This is an optimization exercise on Yosys and OpenROAD, whose aim is small area and a short achievable clock period, not a production implementation. In this exercise RTL edits were held to simulation tests only and were not proved equivalent to the original. Power is estimated from default activity; no workload was simulated.

tundra:
// issue_unit
module issue_unit #(
   parameter int MUL_LAT = 4,
   parameter int TAG_W   = 6,
   parameter int DATA_W  = 32
) (
   input  logic              clk,
   input  logic              reset,
   input  logic [5:0]        issueint_opcode,
   input  logic [TAG_W-1:0]  issueint_rdtag,
   input  logic [DATA_W-1:0] issueint_rsdata,
   input  logic [DATA_W-1:0] issueint_rtdata,
   input  logic              issueint_ready,
   output logic              issueint_done,
   input  logic [TAG_W-1:0]  issuemul_rdtag,
   input  logic [DATA_W-1:0] issuemul_rsdata,
   input  logic [DATA_W-1:0] issuemul_rtdata,
   input  logic              issuemul_ready,
   output logic              issuemul_done,
   output logic [TAG_W-1:0]  cdb_tag,
   output logic [DATA_W-1:0] cdb_data,
   output logic              cdb_valid
);
Size in the first run: ~1800 cells after synthesis, roughly 240 flip-flops, about 190 I/O pins, roughly 19000 um^2 of cells after synthesis.
clock: 8.0 ns
lec_check: 0
abc_clock_period_in_ps: 4000
cap_margin: 20
core_margin: 2
core_utilization: 50
place_density: 0.7
setup_slack_margin: 4.45
slew_margin: 20
synth_hierarchical: 1
standard.sh (not shown) runs the stock make flow with config.mk's settings and CLKGATE_MAP_FILE= SYNTH_SCRIPT=/design/flow/synth_recipe.tcl, a recipe that flattens the netlist after the stock synthesis.
==> flow/flow/run.sh <==
#!/bin/bash
set -euo pipefail
export BUFFER_PORTS_ARGS="-buffer_cell sky130_fd_sc_hd__buf_1"
bash standard.sh > standard.log 2>&1
diff inputs: tundra => juniper
- putting CTS_CLUSTER_SIZE at 22 where nothing was set
- putting CTS_CLUSTER_DIAMETER at 120 where nothing was set
- clearing PLACE_DENSITY, which used to be 0.7
- swapping 50 for 40 in CORE_UTILIZATION
==> results.txt <==
Compared with tundra, the router placed fewer vias in juniper.
Relative to tundra, the placed wire-length estimate after detailed placement measured on juniper has increased by a few percent.
Summary — met1 layer usage reported by global route, juniper relative to tundra: lower, by 5.3 points.
On delay contributed by the slowest stage of the critical path, tundra and juniper are basically level.
After detailed routing, tundra needs less wire than juniper.
[juniper] worst-case setup margin in the final layout fell 92 ps relative to tundra
Changes observed in juniper relative to tundra: synthesized-area fraction occupied by ao, oa, aoi and oai cells stayed essentially flat; part of the power in combinational logic rose by 4.5 points; growth of design area from synthesis to finish fell by 1.4 points; clock-buffer cell count fell by 21.
Compare tundra and juniper | power attributed to the clock group lower: juniper

========
Setup of lagoon:
Another version of the RTL of issue_unit (not shown whole).
For scale: roughly 2100 cells after synthesis, ~190 I/O pins, about 21000 µm² of cells after synthesis.
Settings: LEC_CHECK=0, ABC_CLOCK_PERIOD_IN_PS=4000, CAP_MARGIN=20, CORE_MARGIN=2, CORE_UTILIZATION=40, SETUP_SLACK_MARGIN=4.0, SLEW_MARGIN=20, SYNTH_HIERARCHICAL=1; clock period 8.0 ns.
run.sh (not shown) runs the stock make flow with config.mk's settings and CLKGATE_MAP_FILE= SYNTH_SCRIPT=/design/flow/synth_recipe.tcl, a recipe that flattens the netlist after the stock synthesis.
Stock flow here: none of the scripts above is used.
Edits applied to the flow inputs when going from lagoon to raven:
Settings: SETUP_SLACK_MARGIN no longer set, was 4.0; ABC_CLOCK_PERIOD_IN_PS no longer set, was 4000.
Findings:
raven ran to completion and came out clean on the timing, design-rule and antenna checks. In the flow results for raven and lagoon, the smallest hold slack is smaller on raven. lagoon leaves more setup margin than raven. The final RePlAce weighted congestion of raven falls short of that of lagoon by about 0.6%. Share of power burned in combinational logic: raven < lagoon. lagoon → raven: standard cell area after detailed placement went down; fmax went down. ~same number of instances in the synthesized netlist in raven and lagoon. raven ends up with lower overall routing resource usage than lagoon does. As far as clock latency on the worst-skew pair is concerned, lagoon and raven perform about the same.

========
== exp/yarrow ==
issue_unit with an RTL version that a note above also has.
For scale: ~1800 cells after synthesis, ~240 flip-flops.
clock: 8.0 ns
lec_check: 0
abc_clock_period_in_ps: 4000
cap_margin: 20
core_margin: 2
core_utilization: 40
place_density: 0.7
setup_slack_margin: 4.6
slew_margin: 20
synth_hierarchical: 1
standard.sh (not shown) runs the stock make flow with config.mk's settings and CLKGATE_MAP_FILE= SYNTH_SCRIPT=/design/flow/synth_recipe.tcl, a recipe that flattens the netlist after the stock synthesis.
Scripts as last shown in full above: flow/flow/run.sh
For exp/willow, these inputs were changed with respect to exp/yarrow:
- a change of PLACE_DENSITY from 0.7 to 0.85
- a change of SETUP_SLACK_MARGIN from 4.6 to 4.45
--- outcome ---
- exp/willow ended up with issueint_ready as its origin of the worst setup path; exp/yarrow ended up with reset.
- Going from exp/yarrow to exp/willow, synthesized area per cell shows no meaningful change; slack of the critical path shows no meaningful change; final instance area shows a reduction of 3.1%.
- The final layout from exp/yarrow, which completed every stage, passed the timing, design-rule and antenna checks at the end of the flow.
- exp/willow: all stages complete, timing, DRC and antenna checks passed
- Status: clock network contribution to total cell area parity (exp/yarrow, exp/willow)
Relative to exp/willow, the following input files were edited for exp/pepper:
- clearing PLACE_DENSITY, which used to be 0.85
- swapping 40 for 55 in CORE_UTILIZATION
### Flow results
- Relative to exp/willow, overall routing resource usage has gone up in exp/pepper.
- Between exp/willow and exp/pepper, the flow reports number of clock buffer instances in the layout increasing by more than 10%.
- On total core area: between exp/pepper and exp/willow, it ends up lower for exp/pepper.
- The area growth from synthesis to layout reported for exp/pepper is smaller than that of exp/willow by 1.9 points.
- As far as multi-input logic cell count goes, exp/pepper and exp/willow are indistinguishable; the numbers are identical.
- Die area delta for exp/pepper relative to exp/willow: 0.013 mm2 lower
- Per the comparison of exp/pepper with exp/willow, setup slack level, number of design rule violations left after detail routing shows no meaningful change.
Here is what was changed in the inputs of exp/xenon compared with exp/pepper.
- swapping 55 for 40 in CORE_UTILIZATION
exp/xenon vs exp/pepper, inserted tap cell count went up by 160. exp/pepper -> exp/xenon: maximum frequency decreased by a few percent. Die: exp/xenon bigger than exp/pepper. Going from exp/pepper to exp/xenon, placed cell area picked up an extra about 1%; clock power neither gained nor lost much; relative contribution of combinational cells to total power neither gained nor lost much; sequential share of layout area neither gained nor lost much; total routed wire length on the met1 layer picked up an extra 7.2%. The final estimated routing congestion in global placement of exp/pepper and that of exp/xenon are within noise of each other. Power: exp/pepper vs exp/xenon — no meaningful difference. Relative to exp/pepper, global-route usage has decreased by 7.5 points in exp/xenon.

-- what the ideal ports hide --
No port has a modelled driver above. Below, the same layouts with a new extraction and two added sets of constraints. Step 1: set_driving_cell puts a clkbuf_16 on clk and a buf_2 on each other input, an assumption about the parent block. Step 2 adds t to the input delays and takes it off the output delays; t is the mean of the earliest and latest rising clock arrival at the registers after step 1. Input paths then give back, and output paths get back, about the clock's delay inside the block. Slacks: ideal ports / drivers / drivers and shift; pairs: ideal ports / drivers.
| run | t, ns | slack for setup (ns) | worst setup path at the end | latest minus earliest clock arrival (ns) | worst data-port slew with drivers (ns) |
|---|---|---|---|---|---|
| tundra | 0.618 | 4.352 / 4.326 / 3.708 | input to register | 0.028 / 0.028 | 0.12 |
| juniper | 0.564 | 4.260 / 4.206 / 3.643 | input to register | 0.027 / 0.027 | 0.17 |
| lagoon | 0.629 | 3.969 / 3.969 / 3.437 | input to register | 0.019 / 0.019 | 0.17 |
| raven | 0.621 | 3.118 / 3.150 / 2.528 | input to register | 0.019 / 0.019 | 0.07 |
| exp/yarrow | 0.633 | 4.421 / 4.375 / 3.759 | input to register | 0.045 / 0.045 | 0.25 |
| exp/willow | 0.618 | 4.422 / 4.307 / 3.689 | input to register | 0.040 / 0.040 | 0.24 |
| exp/pepper | 0.615 | 4.422 / 4.378 / 3.794 | input to register | 0.014 / 0.014 | 0.13 |
| exp/xenon | 0.615 | 4.328 / 4.248 / 3.632 | input to register | 0.027 / 0.027 | 0.16 |
After both steps every run listed still meets setup and hold. For exp/willow, which loses most, drivers alone change the setup slack by -0.115 ns; drivers and shift together by -0.733 ns.
